Context: an optimization exercise on an open-source flow, tuned for small area and a short achievable clock period. The choices shown serve that exercise and are no tape-out recipe.
Function was checked by simulation only, so behaviour that the tests miss may differ from the original.
Power is estimated from default activity; no workload was simulated.

===== design.v =====
package osm_txq_pkg;
  localparam int unsigned C_BURST_QW   = 16;
  localparam int unsigned C_RDY_MARGIN = 16;
  localparam int unsigned ENTRY_W      = 66;
  localparam int unsigned DBG_PHASE = 16;
  localparam int unsigned DBG_RDY   = 17;
  localparam int unsigned DBG_OVF   = 18;
  localparam int unsigned DBG_TXV   = 30;
  localparam int unsigned DBG_TXR   = 31;
  typedef struct packed {
    logic        rem;
    logic        last;
    logic [63:0] data;
  } txqEntry_t;
endpackage
module osm_txq_sel8 (
  input  logic [7:0] sel,
  input  logic [7:0] d,
  output logic       y
);
  assign y = |(sel & d);
endmodule
module osm_txq_nor2 (
  input  logic a, b,
  output logic y
);
  assign y = ~(a | b);
endmodule
module osm_txq_nand4 (
  input  logic a, b, c, d,
  output logic y
);
  assign y = ~(a & b & c & d);
endmodule
module osm_txq_sel64 (
  input  logic [63:0] sel,
  input  logic [63:0] d,
  output logic        y
);
  logic [7:0] g;
  logic [3:0] h;
  for (genvar i = 0; i < 8; i++) begin : g_g
    osm_txq_sel8 u_g (.sel(sel[8*i +: 8]), .d(d[8*i +: 8]), .y(g[i]));
  end
  for (genvar i = 0; i < 4; i++) begin : g_h
    osm_txq_nor2 u_h (.a(g[2*i]), .b(g[2*i+1]), .y(h[i]));
  end
  osm_txq_nand4 u_y (.a(h[0]), .b(h[1]), .c(h[2]), .d(h[3]), .y(y));
endmodule
module osm_txq_ao221 (
  input  logic a1, a2, b1, b2, c,
  output logic y
);
  assign y = (a1 & a2) | (b1 & b2) | c;
endmodule
module osm_txq_ao21 (
  input  logic a1, a2, c,
  output logic y
);
  assign y = (a1 & a2) | c;
endmodule
module osm_txq (
  input  logic        sys_clk,
  input  logic        sys_rst,
  input  logic [63:0] npi_data,
  input  logic        npi_valid,
  input  logic        npi_last,
  input  logic        npi_rem,
  output logic        npi_rdy,
  output logic [31:0] tx_data,
  output logic        tx_valid,
  output logic        tx_last,
  input  logic        tx_ready,
  input  logic        tx_flush,
  output logic        txq_ovf,
  output logic [31:0] osm_txq2dbg
);
  logic [6:0]  occQ;
  logic [7:0]  wrHiQ, wrLoQ;
  logic [63:0] headSelQ;    
  logic [63:0] nextSelQ;    
  logic [63:0] wrRowQ;      
  logic [7:0]  wrHiNxt, wrLoNxt;
  logic [63:0] headSel;     
  logic [63:0] nextSel;     
  logic        phaseQ, headLastQ, headRemQ;
  logic        ovfQ, npiRdyQ, txValidQ, txLastQ;
  logic [31:0] txDataQ;
  logic        full, occ1, wrEn, xfer, headPair, popSel, popEn;
  logic        inc, dec, wrRem;
  logic [63:0] wrRow;
  logic [31:0] headHi;
  logic [33:0] nextLo;
  logic [6:0]  occNxt;
  logic        phaseOut;
  logic        hLastNxt, hRemNxt;
  logic [31:0] dataNxt;
  assign full     = occQ[6];
  assign occ1     = (occQ == 7'd1);
  assign wrEn     = npi_valid & ~full & ~tx_flush;
  assign xfer     = txValidQ & tx_ready;
  assign headPair = headRemQ;    
  assign popSel   = phaseQ | headPair;
  assign popEn    = xfer & popSel & ~tx_flush;
  assign inc      = wrEn & ~popEn;
  assign dec      = popEn & ~wrEn;
  assign wrRem    = npi_last & npi_rem;
  assign headSel = headSelQ;
  assign nextSel = nextSelQ;
  assign wrRow = wrRowQ;
  logic [65:0] mem [0:63];
  always_ff @(posedge sys_clk) begin
    for (int i = 0; i < 64; i++) begin
      if (wrRow[i]) begin
        mem[i] <= {wrRem, npi_last, npi_data};
      end
    end
  end
  for (genvar b = 0; b < 32; b++) begin : g_hi
    logic [63:0] col;
    for (genvar i = 0; i < 64; i++) begin : g_c
      assign col[i] = mem[i][32+b];
    end
    osm_txq_sel64 u_sel (.sel(headSel), .d(col), .y(headHi[b]));
  end
  for (genvar b = 0; b < 34; b++) begin : g_lo
    logic [63:0] col;
    for (genvar i = 0; i < 64; i++) begin : g_c
      assign col[i] = (b < 32) ? mem[i][b] : mem[i][b+32];
    end
    osm_txq_sel64 u_sel (.sel(nextSel), .d(col), .y(nextLo[b]));
  end
  always_comb begin
    if (tx_flush) begin
      occNxt = 7'd0;
    end else if (inc) begin
      occNxt = occQ + 7'd1;
    end else if (dec) begin
      occNxt = occQ - 7'd1;
    end else begin
      occNxt = occQ;
    end
  end
  assign phaseOut = xfer ? (~phaseQ & ~headPair) : phaseQ;
  logic        selN, selH, newHead;
  logic [31:0] dataOth;
  logic        lastOth, remOth, txLastOth, txLastNxt;
  assign selN    = xfer & popSel & ~occ1;
  assign selH    = xfer & ~popSel;
  assign newHead = xfer ? (popSel & occ1) : ~txValidQ;
  assign dataOth   = newHead ? npi_data[31:0] : ((xfer | ~txValidQ) ? 32'd0 : txDataQ);
  assign lastOth   = newHead ? npi_last : ((xfer & popSel) ? 1'b0 : headLastQ);
  assign remOth    = newHead ? wrRem    : ((xfer & popSel) ? 1'b0 : headRemQ);
  assign txLastOth = newHead ? wrRem :
                     xfer    ? (~popSel & headLastQ) : txLastQ;
  for (genvar b = 0; b < 32; b++) begin : g_dn
    osm_txq_ao221 u_d (.a1(selN), .a2(nextLo[b]), .b1(selH), .b2(headHi[b]),
                       .c(dataOth[b]), .y(dataNxt[b]));
  end
  osm_txq_ao21 u_hl (.a1(selN), .a2(nextLo[32]), .c(lastOth),   .y(hLastNxt));
  osm_txq_ao21 u_hr (.a1(selN), .a2(nextLo[33]), .c(remOth),    .y(hRemNxt));
  osm_txq_ao21 u_tl (.a1(selN), .a2(nextLo[33]), .c(txLastOth), .y(txLastNxt));
  always_ff @(posedge sys_clk) begin
    headLastQ <= hLastNxt;
    headRemQ  <= hRemNxt;
    txDataQ   <= dataNxt;
  end
  always_comb begin
    wrHiNxt = wrHiQ;
    wrLoNxt = wrLoQ;
    if (tx_flush) begin
      wrHiNxt = 8'd1;
      wrLoNxt = 8'd1;
    end else if (wrEn) begin
      wrLoNxt = {wrLoQ[6:0], wrLoQ[7]};
      if (wrLoQ[7]) wrHiNxt = {wrHiQ[6:0], wrHiQ[7]};
    end
  end
  always_ff @(posedge sys_clk or posedge sys_rst) begin
    if (sys_rst) begin
      wrRowQ <= 64'd1;
    end else begin
      for (int i = 0; i < 64; i++) begin
        wrRowQ[i] <= wrHiNxt[i/8] & wrLoNxt[i%8] & ~occNxt[6];
      end
    end
  end
  always_ff @(posedge sys_clk or posedge sys_rst) begin
    if (sys_rst) begin
      wrHiQ    <= 8'd1;
      wrLoQ    <= 8'd1;
      headSelQ <= 64'd1;
      nextSelQ <= 64'd2;
      occQ     <= 7'd0;
      phaseQ   <= 1'b0;
      ovfQ     <= 1'b0;
      npiRdyQ  <= 1'b0;
      txValidQ <= 1'b0;
      txLastQ  <= 1'b0;
    end else begin
      wrHiQ <= wrHiNxt;
      wrLoQ <= wrLoNxt;
      headSelQ <= tx_flush ? 64'd1 : popEn ? {headSelQ[62:0], headSelQ[63]} : headSelQ;
      nextSelQ <= tx_flush ? 64'd2 : popEn ? {nextSelQ[62:0], nextSelQ[63]} : nextSelQ;
      occQ     <= occNxt;
      phaseQ   <= phaseOut & ~tx_flush;
      ovfQ     <= ovfQ | (npi_valid & full & ~tx_flush);
      npiRdyQ  <= tx_flush | (inc ? (occQ <= 7'd31) : dec ? (occQ <= 7'd33) : (occQ <= 7'd32));
      txValidQ <= ~tx_flush & (npi_valid & ~full | txValidQ & ~(popEn & occ1));
      txLastQ  <= txLastNxt;
    end
  end
  always_comb begin
    osm_txq2dbg      = 32'd0;
    osm_txq2dbg[6:0] = occQ;
    osm_txq2dbg[16]  = phaseQ;
    osm_txq2dbg[17]  = npiRdyQ;
    osm_txq2dbg[18]  = ovfQ;
    osm_txq2dbg[30]  = txValidQ;
    osm_txq2dbg[31]  = tx_ready;
  end
  assign npi_rdy  = npiRdyQ;
  assign tx_data  = txDataQ;
  assign tx_valid = txValidQ;
  assign tx_last  = txLastQ;
  assign txq_ovf  = ovfQ;
endmodule

===== flow/run.sh =====
#!/bin/bash
# Layout flow: the standard ORFS flow (standard synthesis unchanged),
# except that the input and output ports get sky130 buf_4 port buffers
# instead of the delay-cell buffers buffer_ports picks by default.
# make's full output goes to flow_make.log in the work folder; each ORFS
# step also keeps its own log under orfs/logs/.
set -euo pipefail
cd "$(dirname "$0")/.."
export BUFFER_PORTS_ARGS="-buffer_cell sky130_fd_sc_hd__buf_4"
bash standard.sh finish > flow_make.log 2>&1

===== standard.sh =====
#!/bin/bash
# synth_recipe.tcl (not shown) runs the flow's synth.tcl, then flattens the netlist and writes it again
# the make line also repeats each setting of config.mk as NAME=value (left out here)
make -C /OpenROAD-flow-scripts/flow DESIGN_CONFIG=/design/flow/config.mk WORK_HOME=/design/flow/orfs CLKGATE_MAP_FILE= SYNTH_SCRIPT=/design/flow/synth_recipe.tcl "${@:-finish}"

===== config.mk =====
export PLATFORM = sky130hd
export DESIGN_NAME = osm_txq
export DESIGN_NICKNAME = osm_txq
export VERILOG_FILES = /design/flow/design.v
export SDC_FILE = /design/flow/constraint.sdc
export NUM_CORES = 4
export LEC_CHECK = 0
export CAP_MARGIN = 20
export CORE_MARGIN = 2
export CORE_UTILIZATION = 65
export CTS_CLUSTER_DIAMETER = 60
export CTS_CLUSTER_SIZE = 25
export SETUP_SLACK_MARGIN = 2.9
export SLEW_MARGIN = 20
export SYNTH_HIERARCHICAL = 1
export SYNTH_MEMORY_MAX_BITS = 8192
export TNS_END_PERCENT = 20

===== constraint.sdc =====
create_clock -name core_clock -period 5.5 [get_ports {sys_clk}]
set_input_delay 1.1000 -clock core_clock [delete_from_list [all_inputs] [get_ports {sys_clk}]]
set_output_delay 1.1000 -clock core_clock [all_outputs]
set_load 0.01 [all_outputs]

==> results of run 1 <==
[registers in the layout, indices dropped and copies added, names as in the netlist, 7 cells and up]
signal    cells
txDataQ      32
wrHiQ         8
mem        4224
wrLoQ         8
headSelQ     64
wrRowQ       64
nextSelQ     64
occQ          7
[stage by stage]
| stage | hold WS (ns) | util (%) | total power (uW) |
|---|---|---|---|
| after global placement | 0.512 | 68.1 | 39500 |
| after CTS | 0.248 | 71.4 | 58000 |
| final | 0.273 | 71.5 | 58000 |
| after detailed placement | 0.525 | 68.1 | 39600 |
| after floorplan | 0.528 | - | 38500 |
| after global routing | 0.278 | 71.4 | 59300 |
[report_power, final]
group / total [uW] / internal [uW] / switching (uW) / leakage, uW
Combinational: 1290 / 223 / 1070 / 0.00764
Sequential: 37600 / 37400 / 208 / 0.0412
Clock: 19200 / 8570 / 10600 / 0.00347
[modules after synthesis, one instance, submodules excluded, excerpt]
module         copies in the design  flops+latches
osm_txq                           1           4478
osm_txq_ao21                      3              0
osm_txq_ao221                    32              0
osm_txq_nand4                    66              0
osm_txq_nor2                    264              0
osm_txq_sel8                    528              0
[layout make-up]
type	instances	share of cell area, %
multi-input cells	3610	14.2
inverters	21	0.0480
repair buffers	352	1.63
clock buffers	294	3.51
well taps	3185	2.32
clock inverters	107	0.679
diodes	14	0.0204
flip-flops and latches	4478	77.6
[cells by family (layout without fill, tap and decap cells)]
kind of cell | count (synthesis) | after routing
xor gates and xnor gates | 1 | 1
DFF | 4478 | 4478
AOI/OAI and AO/OA | 2338 | 2339
muxes | 7 | 7
buffers and inverters | 113 | 774
adders and majority gates | 4 | 4
and+or+nand+nor | 1239 | 1239
other | 1 | 34
[worst max-delay path by stage]
| stage | from | end | slack (ns) | depth (start not counted) |
|---|---|---|---|---|
| final | txValidQ$_DFF_PP0_ | osm_txq2dbg[30] | 2.73 | 1 |
| after global routing | txValidQ$_DFF_PP0_ | osm_txq2dbg[30] | 2.73 | 1 |
| after CTS | txValidQ$_DFF_PP0_ | osm_txq2dbg[30] | 2.73 | 1 |
| after detailed placement | headSelQ[59]$_DFFE_PP0P_ | txDataQ[23]$_DFF_P_ | 2.06 | 6 |
| after global placement | tx_ready | txDataQ[5]$_DFF_P_ | 2.03 | 5 |
| after floorplan | sys_rst | headSelQ[10]$_DFFE_PP0P_ | 1.54 | 1 |
[placed cells by master, fill, tap and decap left out, types with 71 or more instances in the layout]
master        n
nor2_2       79
clkbuf_16   229
a22oi_1    2112
nand4_1     596
nand2_1     268
nor2_1      146
a21oi_1     137
buf_4       325
nor3_1       71
edfxtp_1   4224
dfrtp_1      89
[layer usage]
| layer | global-route usage, % | part of all wire (%) |
|---|---|---|
| met5 | 0 | 0.024 |
| met4 | 20.9 | 6.5 |
| met3 | 7.47 | 11 |
| met2 | 59.5 | 47 |
| met1 | 51.2 | 35 |
[repair_timing]
item	4_1_cts	5_1_grt
cloned	0	1
buffers inserted	2	0
endpoints found under the setup margin	210	211
gates resized for setup	241	47
pin swaps	5	7
==> impl_metrics.py, run 1 <==
metrics = {
    "floorplan": {
        "rows": 180,
        "core-area_sq_um": 241000,
        "io-pin-count": 139,
        "floorplan.initialDensity_pct": 65.4,
        "die_width_um": 496,
        "floorplan.die_area_sq_um": 246000,
        "die_height_um": 496,
    },
    "yosys": {
        "synth-seq-cells": 4478,
        "yosys.cell_count.top_type": "edfxtp_1",
        "avgSynthCellArea_sq_um": 19.2,
        "post_synth_xor_area_fraction_pct": 0.00556,
        "yosys_most_used_dff": "edfxtp_1",
        "post_synth_and_or_nand_nor_area_fraction_pct": 4.02,
        "yosys-top-cells-area": "edfxtp_1 (81%), a22oi_1 (10%), dfrtp_1 (3.4%), nand4_1 (2.4%), nor2_1 (0.64%)",
        "synth_top_cell_area_share_pct": 80.6,
        "mappedNetlistArea_sq_um": 157000,
        "sequential_share_of_the_synthesized_area_pct": 84.5,
        "synth_top_family_by_area": "compound AO/OA/AOI/OAI gates",
        "synth_cell_type_count": 52,
        "ys.warnings.count": 8,
        "area_fraction_in_compound_gates_after_synthesis_pct": 11.0,
        "multiplexer_fraction_of_the_synthesized_cell_area_pct": 0.0501,
        "number_of_flops_mapped_to_enable_cells_by_yosys": 4224,
        "leading_cell_types_by_count_after_synthesis": "edfxtp_1 (4224), a22oi_1 (2113), nand4_1 (596), nor2_1 (270), nand2_1 (268)",
        "post_synth_fa_ha_maj_area_fraction_pct": 0.0318,
        "postSynthCellCount": 8181,
        "ys_async_sr_fraction_pct": 4.91,
        "netlist.top_cell.by_area": "edfxtp_1",
    },
    "global_route": {
        "wire_length_of_the_first_global_routing_pass_mm": 645,
        "antenna_found_initial": 19,
        "number_of_global_route_vias_before_repair": 84000,
        "grt.overflow.total": 0,
        "pin_count_of_the_biggest_net_entering_global_routing": 126,
        "grt.total_usage_pct": 38.0,
    },
    "finish": {
        "drive_above_1_share_pct": 11.2,
        "stdcell_area_sq_um": 172000,
        "multi_input_combinational_cell_area_sq_um": 24500,
        "fin_nets": 8758,
        "area.growth.synth_to_final_pct": 9.30,
        "final.fill_count": 14700,
        "finalNonFillerCells": 12100,
        "sequential_cell_area_sq_um": 133000,
    },
    "timing": {
        "clock-skew-final_ns": 0.0356,
        "number_of_endpoints_failing_setup_at_the_final_stage": 0,
        "final.setup.tns_ns": 0,
        "finalHoldViolCount": 0,
        "min_period_over_period_pct": 50.3,
        "report.final.slew_viol_count": 0,
        "slew_headroom_pct": 23.1,
        "fin_ws_ns": 2.73,
        "fmaxAchievable_mhz": 361,
        "period_needed_ns": 2.77,
        "tightest_slew_ns": 1.15,
        "setup_repair_after_global_routing_missed_its_margin": "true",
    },
    "placement": {
        "placed_cells_incl_taps": 11600,
        "io_buffer_count": 118,
        "place_area_sq_um": 164000,
        "gp_congestion": 0.876,
        "place_hpwl_mm": 263,
        "place_ws_ns": 2.06,
    },
    "clocking": {
        "cts_root_buf": "clkbuf_16",
        "clkLatencyLatePin_ns": 0.93,
        "cts.clk_slew.worst_paths_ns": 0.10,
        "ctsHoldBuffers": 0,
        "cts_buffers": 220,
        "h-tree-depth": 4,
        "clock_sinks": 4478,
        "cts_tree": "built",
        "ctsLongestPathBuffers": 3,
    },
    "worst_setup_path": {
        "cp.required_ns": 4.40,
        "critical_path.cell_chain": "buf_6",
        "worst_path_dominant_cell_family": "flip-flops",
        "slowest_delay_ns": 0.55,
        "r2r.worst_path.cells": 6,
        "cp.arrival_ns": 1.67,
        "rrSetupSlack_ns": 2.76,
        "worstSetupPathType": "flop to primary output",
        "cp-start-kind": "flop",
        "critical_path_peak_fanout": 6,
        "cpMaxStageDelayCell": "dfrtp_2",
        "reg2reg_to": "txDataQ[23]$_DFF_P_",
        "worst-path-buf-inv": 1,
        "worst_setup_path_end_kind": "primary output",
        "critical_path.reg2reg.startpoint": "nextSelQ[51]$_DFFE_PP0P_",
    },
    "pwr": {
        "power.density_cell_area_nw_per_um2": 337,
        "power.ir.vdd_worst_mv": 0.409,
        "static_leakage_power_uw": 0.0523,
    },
    "detailed_routing": {
        "detailroute.via_count": 88400,
        "route.detailed.drc": 0,
        "drt-vias-per-instance": 7.33,
        "wl_mm": 467,
        "ant_nets": 0,
        "drt_pre_antenna_iters": 6,
        "avgRoutedWirePerCell_um": 38.8,
        "drtIter0Drc": 13700,
    },
    "status": {
        "status": "complete, no violations",
    },
    "min_path": {
        "hold_path.class": "input port to async pin",
    },
    "job": {
        "max_cap_violations": 0,
    },
}
==> run 2, diff against run 1 <==
--- a/design.v
+++ b/design.v
@@ -163,7 +163,6 @@
   always_ff @(posedge sys_clk) begin
     headLastQ <= hLastNxt;
     headRemQ  <= hRemNxt;
-    txDataQ   <= dataNxt;
   end
   always_comb begin
     wrHiNxt = wrHiQ;
@@ -197,6 +196,7 @@
       npiRdyQ  <= 1'b0;
       txValidQ <= 1'b0;
       txLastQ  <= 1'b0;
+      txDataQ  <= 32'd0;
     end else begin
       wrHiQ <= wrHiNxt;
       wrLoQ <= wrLoNxt;
@@ -208,6 +208,7 @@
       npiRdyQ  <= tx_flush | (inc ? (occQ <= 7'd31) : dec ? (occQ <= 7'd33) : (occQ <= 7'd32));
       txValidQ <= ~tx_flush & (npi_valid & ~full | txValidQ & ~(popEn & occ1));
       txLastQ  <= txLastNxt;
+      txDataQ  <= dataNxt;
     end
   end
   always_comb begin
--- a/config.mk
+++ b/config.mk
@@ -9,7 +9,7 @@
 export CORE_MARGIN = 2
 export CORE_UTILIZATION = 65
 export CTS_CLUSTER_DIAMETER = 60
-export CTS_CLUSTER_SIZE = 25
+export CTS_CLUSTER_SIZE = 30
 export SETUP_SLACK_MARGIN = 2.9
 export SLEW_MARGIN = 20
 export SYNTH_HIERARCHICAL = 1
==> impl_metrics.py, run 2 <==
metrics = {
    "clocking": {
        "clock_sinks": 4478,
        "cts_tree": "built",
        "ctsHoldBuffers": 0,
        "cts_root_buf": "clkbuf_16",
        "h-tree-depth": 4,
        "cts_buffers": 216,
        "ctsLongestPathBuffers": 3,
        "cts.clk_slew.worst_paths_ns": 0.11,
        "clkLatencyLatePin_ns": 0.95,
    },
    "worst_setup_path": {
        "cp.required_ns": 6.31,
        "worst-path-buf-inv": 1,
        "critical_path.cell_chain": "buf_4 > a22oi_1 > nand4_1 > nor2_1 > nand4_1 > a221o_1",
        "worst_setup_path_end_kind": "flop",
        "worstSetupPathType": "flop to flop",
        "worst_path_dominant_cell_family": "flip-flops",
        "r2r.worst_path.cells": 6,
        "rrSetupSlack_ns": 2.71,
        "cp_common_cell": "nand4_1",
        "slowest_delay_ns": 0.84,
        "cp.arrival_ns": 3.61,
        "cp-start-kind": "flop",
        "cp.depth": 6,
        "critical_path_peak_fanout": 21,
        "cpMaxStageDelayCell": "dfrtp_1",
    },
    "finish": {
        "area.growth.synth_to_final_pct": 10.1,
        "most_frequent_standard_cell_in_the_layout_excluding_fill_and_tap_cells": "edfxtp_1",
        "fin_nets": 8812,
        "finalNonFillerCells": 12100,
        "stdcell_area_sq_um": 173000,
        "drive_above_1_share_pct": 12.5,
        "final_cell_mix": "edfxtp_1 (4224), a22oi_1 (2105), nand4_1 (596), buf_4 (352), nand2_1 (268)",
        "registers.top_by_ff_count": "mem",
        "largest_register_ffs": 4224,
    },
    "placement": {
        "gp_congestion": 0.872,
        "place_area_sq_um": 164000,
        "io_buffer_count": 118,
        "place_hpwl_mm": 258,
        "placed_cells_incl_taps": 11600,
    },
    "detailed_routing": {
        "detailroute.via_count": 89100,
        "drtIter0Drc": 13300,
        "ant_nets": 0,
        "avgRoutedWirePerCell_um": 38.4,
        "drt_pre_antenna_iters": 6,
        "drt-vias-per-instance": 7.35,
        "route.detailed.drc": 0,
        "wl_mm": 466,
    },
    "global_route": {
        "grt.total_usage_pct": 37.7,
        "antenna_found_initial": 12,
        "grt.overflow.total": 0,
        "pin_count_of_the_biggest_net_entering_global_routing": 147,
        "wire_length_of_the_first_global_routing_pass_mm": 642,
        "number_of_global_route_vias_before_repair": 83600,
    },
    "timing": {
        "final.setup.tns_ns": 0,
        "period_needed_ns": 2.79,
        "fmaxAchievable_mhz": 358,
        "report.final.slew_viol_count": 0,
        "clock-skew-final_ns": 0.0378,
        "number_of_endpoints_failing_setup_at_the_final_stage": 0,
        "tightest_slew_ns": 1.21,
        "finalHoldViolCount": 0,
        "setup_repair_after_global_routing_missed_its_margin": "true",
        "slew_headroom_pct": 19.4,
        "min_period_over_period_pct": 50.8,
    },
    "yosys": {
        "yosys_most_used_dff": "edfxtp_1",
        "postSynthCellCount": 8181,
        "ys.warnings.count": 8,
        "sequential_share_of_the_synthesized_area_pct": 84.5,
        "mappedNetlistArea_sq_um": 158000,
        "netlist.top_cell.by_area": "edfxtp_1",
        "yosys.cell_count.top_type": "edfxtp_1",
        "synth_cell_type_count": 52,
        "synth-seq-cells": 4478,
        "leading_cell_types_by_count_after_synthesis": "edfxtp_1 (4224), a22oi_1 (2113), nand4_1 (596), nor2_1 (270), nand2_1 (268)",
        "synth_top_cell_area_share_pct": 80.5,
        "number_of_flops_mapped_to_enable_cells_by_yosys": 4224,
        "ys_async_sr_fraction_pct": 5.63,
        "yosys-top-cells-area": "edfxtp_1 (81%), a22oi_1 (10%), dfrtp_1 (3.9%), nand4_1 (2.4%), nor2_1 (0.64%)",
        "avgSynthCellArea_sq_um": 19.3,
    },
    "pwr": {
        "power.density_cell_area_nw_per_um2": 339,
        "pwr-share-seq_pct": 64.0,
        "power.net_switching_uw": 12700,
        "share_comb_of_total_power_pct": 2.3,
        "swShare_pct": 21.7,
        "power.ir.vdd_worst_mv": 0.406,
        "share_clk_of_total_power_pct": 33.8,
        "internal-power_uw": 46000,
        "static_leakage_power_uw": 0.0530,
        "finalPower_uw": 58700,
    },
    "floorplan": {
        "rows": 180,
        "floorplan.die_area_sq_um": 246000,
        "io-pin-count": 139,
        "floorplan.initialDensity_pct": 65.4,
        "core-area_sq_um": 241000,
        "die_width_um": 496,
        "die_height_um": 496,
    },
    "status": {
        "status": "complete, no violations",
    },
    "job": {
        "max_cap_violations": 0,
    },
    "min_path": {
        "hold_path.class": "input port to async pin",
    },
}
-- run 2: per-stage QoR --
stage | util [%] | worst slack, ns | hold WS, ns
2_1_floorplan | - | 1.09 | 0.528
3_3_place_gp | 68.2 | 1.63 | 0.527
3_5_place_dp | 68.2 | 1.57 | 0.517
4_1_cts | 71.7 | 2.74 | 0.469
5_1_grt | 72.0 | 2.72 | 0.504
6_report | 72.1 | 2.71 | 0.492
-- run 2: kinds of logic after synthesis --
| family | share of synthesized area, % |
|---|---|
| flops | 84.5 |
| compound gates | 11.0 |
| simple gates | 4.02 |
| buf+inv | 0.349 |
| mux | 0.0500 |
| fa+ha+maj | 0.0318 |
| other cells | 0.00238 |
| xor+xnor | 0.00556 |
-- run 2: power by group through the flow --
stage	Sequential [uW]	Combinational (uW)	Clock, uW
6_report	37600	1340	19800
5_1_grt	37600	1390	21100
4_1_cts	37600	1290	19900
3_5_place_dp	38300	1270	0
3_3_place_gp	38300	1220	0
2_1_floorplan	38300	281	0
-- run 2: tightest hold or removal path, stage by stage --
cell	delay, ns
buf_4	0.15
clkinvlp_4	0.11
buf_12	0.54
-- run 2: what timing repair did --
action                                  CTS  global route
gates resized for setup                 226           112
setup buffers                            13            48
cloned                                    1             3
pin swaps                                17            26
endpoints found under the setup margin  228           222
-- run 2: worst paths after layout --
kind                                           from                  endpoint
max                        nextSelQ[52]$_DFFE_PP0P_     txDataQ[29]$_DFF_PP0_
min                                         sys_rst      wrRowQ[31]$_DFF_PP0_
max reg2reg                nextSelQ[52]$_DFFE_PP0P_     txDataQ[29]$_DFF_PP0_
min reg2reg                nextSelQ[26]$_DFFE_PP0P_  nextSelQ[26]$_DFFE_PP0P_
max in group asynchronous                   sys_rst  nextSelQ[18]$_DFFE_PP0P_
min in group core_clock                   npi_valid            ovfQ$_DFF_PP0_
-- run 2: final cells by class --
| class | count | area (sq um) |
|---|---|---|
| inverter | 21 | 82.6 |
| timing repair buffer | 410 | 3500 |
| sequential | 4478 | 134000 |
| tap | 3185 | 3990 |
| fill | 14500 | 67300 |
| antenna | 10 | 25.0 |
| clock inverter | 162 | 2080 |
| multi-input combinational | 3610 | 24500 |
| clock buffer | 244 | 5690 |
-- run 2: modules after synthesis, one instance, submodules excluded, excerpt --
module,cells,times used
osm_txq_nand4,1,66
osm_txq_nor2,1,264
osm_txq_ao221,1,32
osm_txq,5176,1
osm_txq_ao21,1,3
osm_txq_sel8,5,528
-- run 2: layer usage --
layer,track usage [%],wire (um),vias to the layer above
met1,51.6,164000,46000
li1,-,-,36100
met3,7.32,52600,1006
met4,21.1,30900,8
met2,58.0,218000,6047
met5,0,52,-

==> static timing again, ports no longer ideal <==
The flow's constraints put no driver on any port. The routed layouts listed below were extracted and timed again, unchanged, in two steps. Step 1 (the two cells are an assumption about what drives the block):
set clk [get_ports {sys_clk}]
set_driving_cell -lib_cell sky130_fd_sc_hd__clkbuf_16 $clk
set_driving_cell -lib_cell sky130_fd_sc_hd__buf_2 [delete_from_list [all_inputs] $clk]
Step 2 adds t to the input delays and takes it off the output delays; t is the mean of the earliest and latest rising clock arrival at the registers after step 1. Input paths then give back, and output paths get back, about the clock's delay inside the block. a / b / c = ideal ports / drivers / drivers and shift; a / b = the first two.
run | t, ns | setup slack, ns | clock arrival spread, ns | worst register clock-pin slew, ns
run 1 | 1.015 | 2.731 / 2.627 / 2.140 | 0.038 / 0.038 | 0.10 / 0.10
run 2 | 1.029 | 2.705 / 2.634 / 2.086 | 0.053 / 0.052 | 0.12 / 0.12
After both steps setup and hold are still met in every run listed. The setup slack of run 2, which loses most, moves by -0.071 ns with the drivers and by -0.619 ns with both steps.
